From an optimization exercise on the open Yosys and OpenROAD flow, aimed at small area and a short achievable clock period; shortcuts taken in it are not production practice.
Only simulation tests tie the RTL to the original design; equivalence was not proved.
No activity file was given, so power comes from the tool's default toggle rates.

## wip/fjord
==> flow/design.v <==
package d_mem_pkg;
  localparam int NUM_LANES = 4;
  localparam int VEC_W     = 8;
  localparam int DATA_W    = NUM_LANES * VEC_W;
  typedef enum logic [1:0] {
    SZ_BYTE = 2'b00,
    SZ_HALF = 2'b01,
    SZ_WORD = 2'b10,
    SZ_RSVD = 2'b11
  } size_e;
  typedef struct packed {
    size_e      size;
    logic       is_unsigned;
    logic [1:0] lane;
  } ld_ctx_t;
endpackage
import d_mem_pkg::*;
module d_mem_lane_align (
  input  logic [1:0]        size,
  input  logic [1:0]        lane,
  input  logic              is_unsigned,
  input  logic [DATA_W-1:0] wdata,
  output logic [3:0]        be,
  output logic [DATA_W-1:0] wdata_rep,
  input  logic [DATA_W-1:0] rword,
  output logic [7:0]        ld_lo,
  output logic [7:0]        ld_mid,
  output logic [15:0]       ld_hi,
  output logic              ld_sx8,
  output logic              ld_sx16
);
  logic       sz_byte, sz_half, sz_word;
  logic [7:0] b0, b1;
  logic       sb;
  assign sz_byte = (size == 2'b00);
  assign sz_half = size[0];
  assign sz_word = size[1];
  assign be[0] = ~lane[1] & ~lane[0] | sz_word;
  assign be[1] = ~lane[1] & (lane[0] | sz_half) | sz_word;
  assign be[2] =  lane[1] & ~lane[0] | sz_word;
  assign be[3] =  lane[1] & (lane[0] | sz_half) | sz_word;
  assign wdata_rep[7:0]   = wdata[7:0];
  assign wdata_rep[15:8]  = sz_byte ? wdata[7:0] : wdata[15:8];
  assign wdata_rep[23:16] = sz_word ? wdata[23:16] : wdata[7:0];
  assign wdata_rep[31:24] = sz_byte ? wdata[7:0] : (sz_word ? wdata[31:24] : wdata[15:8]);
  always_comb begin
    case (lane)
      2'd0:    b0 = rword[7:0];
      2'd1:    b0 = rword[15:8];
      2'd2:    b0 = rword[23:16];
      default: b0 = rword[31:24];
    endcase
  end
  assign b1 = lane[1] ? rword[31:24] : rword[15:8];
  assign sb = ~is_unsigned & (sz_half ? b1[7] : b0[7]);
  assign ld_lo   = b0;
  assign ld_mid  = sz_byte ? 8'h00 : b1;
  assign ld_hi   = sz_word ? rword[31:16] : 16'h0000;
  assign ld_sx8  = sz_byte & sb;
  assign ld_sx16 = ~sz_word & sb;
endmodule
import d_mem_pkg::*;
module d_mem_sized #(
  parameter int MEM_WORDS  = 64,
  parameter int ADDR_WIDTH = 32
) (
  input  logic                  clk,
  input  logic                  rst_n,
  input  logic                  req,
  input  logic                  we,
  input  logic [1:0]            size,
  input  logic                  is_unsigned,
  input  logic [ADDR_WIDTH-1:0] addr,
  input  logic [DATA_W-1:0]     wdata,
  output logic [DATA_W-1:0]     rdata,
  output logic                  rvalid,
  output logic                  err
);
  localparam int IDX_W = $clog2(MEM_WORDS);    
  localparam int GRPS  = MEM_WORDS / 8;
  logic [1:0]       lane;
  logic [IDX_W-1:0] idx;
  logic             legal;
  logic             acc_st, acc_ld, acc_bad;
  logic [3:0]       be;
  logic [31:0]      wdata_rep;
  logic [7:0]       sel_lo;                    
  logic [GRPS-1:0]  sel_hi;                    
  assign lane = addr[1:0];
  assign idx  = addr[IDX_W+1:2];
  always_comb begin
    case (size)
      2'b00:   legal = 1'b1;
      2'b01:   legal = ~lane[0];
      2'b10:   legal = (lane == 2'b00);
      default: legal = 1'b0;
    endcase
  end
  assign acc_st  = req &  we & legal;
  assign acc_ld  = req & ~we & legal;
  assign acc_bad = req & ~legal;
  for (genvar i = 0; i < 8; i++) begin : g_sel_lo
    assign sel_lo[i] = (idx[2:0] == i);
  end
  for (genvar i = 0; i < GRPS; i++) begin : g_sel_hi
    assign sel_hi[i] = (idx[IDX_W-1:3] == i);
  end
  logic [7:0]  ld_lo, ld_mid;
  logic [15:0] ld_hi;
  logic        ld_sx8, ld_sx16;
  logic [31:0] rword;
  d_mem_lane_align u_align (
    .size        (size),
    .lane        (lane),
    .is_unsigned (is_unsigned),
    .wdata       (wdata),
    .be          (be),
    .wdata_rep   (wdata_rep),
    .rword       (rword),
    .ld_lo       (ld_lo),
    .ld_mid      (ld_mid),
    .ld_hi       (ld_hi),
    .ld_sx8      (ld_sx8),
    .ld_sx16     (ld_sx16)
  );
  logic [31:0] mem [MEM_WORDS];
  for (genvar w = 0; w < MEM_WORDS; w++) begin : g_w
    for (genvar b = 0; b < 4; b++) begin : g_b
      always_ff @(posedge clk) begin
        if (acc_st & sel_hi[w/8] & sel_lo[w%8] & be[b]) mem[w][8*b +: 8] <= wdata_rep[8*b +: 8];
      end
    end
  end
  logic [31:0] grp [GRPS];
  always_comb begin
    for (int h = 0; h < GRPS; h++) begin
      grp[h] = '0;
      for (int g = 0; g < 8; g++) grp[h] |= mem[8*h+g] & {32{sel_lo[g]}};
    end
    rword = '0;
    for (int h = 0; h < GRPS; h++) rword |= grp[h] & {32{sel_hi[h]}};
  end
  logic [7:0]  lo_q, mid_q;
  logic [15:0] hi_q;
  logic        sx8_q, sx16_q;
  always_ff @(posedge clk or negedge rst_n) begin
    if (!rst_n) begin
      lo_q   <= '0;
      mid_q  <= '0;
      hi_q   <= '0;
      sx8_q  <= 1'b0;
      sx16_q <= 1'b0;
    end else if (acc_ld) begin
      lo_q   <= ld_lo;
      mid_q  <= ld_mid;
      hi_q   <= ld_hi;
      sx8_q  <= ld_sx8;
      sx16_q <= ld_sx16;
    end
  end
  assign rdata = {hi_q | {16{sx16_q}}, mid_q | {8{sx8_q}}, lo_q};
  always_ff @(posedge clk or negedge rst_n) begin
    if (!rst_n) begin
      rvalid <= 1'b0;
      err    <= 1'b0;
    end else begin
      rvalid <= acc_ld;
      err    <= acc_bad;
    end
  end
endmodule
clock: 5.5 ns
lec_check: 0
abc_area: 1
cap_margin: 20
core_margin: 2
core_utilization: 40
cts_cluster_diameter: 100
cts_cluster_size: 25
setup_slack_margin: 2.8
slew_margin: 20
run.sh (not shown) runs the stock make flow with config.mk's settings and CLKGATE_MAP_FILE= SYNTH_SCRIPT=/design/flow/synth_recipe.tcl, a recipe that flattens the netlist after the stock synthesis.
Setup changes, wip/fjord to wip/garnet
- CTS_CLUSTER_DIAMETER: 100 -> unset
- ABC_AREA: 1 -> unset
- CTS_CLUSTER_SIZE: 25 -> unset
- CORE_UTILIZATION: 40 -> 55
- ABC_CLOCK_PERIOD_IN_PS: unset -> 2500
- TNS_END_PERCENT: unset -> 10
Findings:
Per the final summary, wip/fjord finished and its layout is clean on timing, DRC and antenna.
wip/garnet finished every step from synthesis to the final layout, and the layout passed the timing, design-rule and antenna checks.
Compare wip/fjord and wip/garnet | number of buffers outside the clock class in the layout higher: wip/fjord
When wip/garnet is set beside wip/fjord, its total power turns out to be 19% larger.
wip/garnet ended up with addr[3] as its startpoint of the most critical setup path; wip/fjord ended up with size[1].
Per the comparison of wip/garnet with wip/fjord, internal power rose 20%; clock power grew by 63%; sequential power flat; number of clock sinks stayed essentially flat.
wip/garnet against wip/fjord: final routed wirelength across all metal layers went down; number of stages on the worst setup path went up; initial core utilization went up.
Higher die area goes to wip/fjord over wip/garnet.
[inputs] wip/ember vs wip/garnet
- CTS_CLUSTER_SIZE: unset -> 30
- ABC_AREA: unset -> 1
- TNS_END_PERCENT: 10 -> unset
- CORE_UTILIZATION: 55 -> 40
- CTS_CLUSTER_DIAMETER: unset -> 100
- ABC_CLOCK_PERIOD_IN_PS: 2500 -> unset
## What came out
- Looking at worst setup path endpoint, the lo_q[6] result is from wip/garnet; the sx16_q one comes from wip/ember.
- Compared with wip/garnet, wip/ember ends up with a smaller final cell area.
- | met3 track utilization from global routing | wip/ember vs wip/garnet | 3.5 points lower |
- Against wip/garnet, wip/ember comes in about 18% lower on total power.
- In the reports for wip/garnet and wip/ember, the smaller number of library cell types mapped by synthesis belongs to wip/ember.
- Taking wip/garnet as the reference, in wip/ember die area has increased, post-detailed-routing wire length has remained practically unchanged.
- Min worst setup slack across wip/garnet and wip/ember: wip/garnet

[separate check: timing with driven ports]
Ports are ideal in the flow. The routed layouts listed here were re-timed in OpenROAD. Step 1 assumes that a clkbuf_16 drives the clock port and a buf_2 every other input. Step 2, shift: input delay + t, output delay - t, t = (earliest + latest rising clock arrival at the registers) / 2. This alone moves slack from input paths to output paths. Three values: no drivers, after step 1, after step 2; two values: the first two.
run	t, ns	setup slack, ns	worst slew at a driven data input, ns	pins driven straight from the clock port
wip/fjord	0.861	2.636 / 2.575 / 1.714	0.36	1
wip/garnet	0.917	2.299 / 2.102 / 1.185	0.40	1
wip/ember	0.870	2.668 / 2.539 / 1.669	0.31	1
After both steps setup and hold are still met in every run listed. For wip/garnet, which loses most, drivers alone change the setup slack by -0.197 ns; drivers and shift together by -1.114 ns.
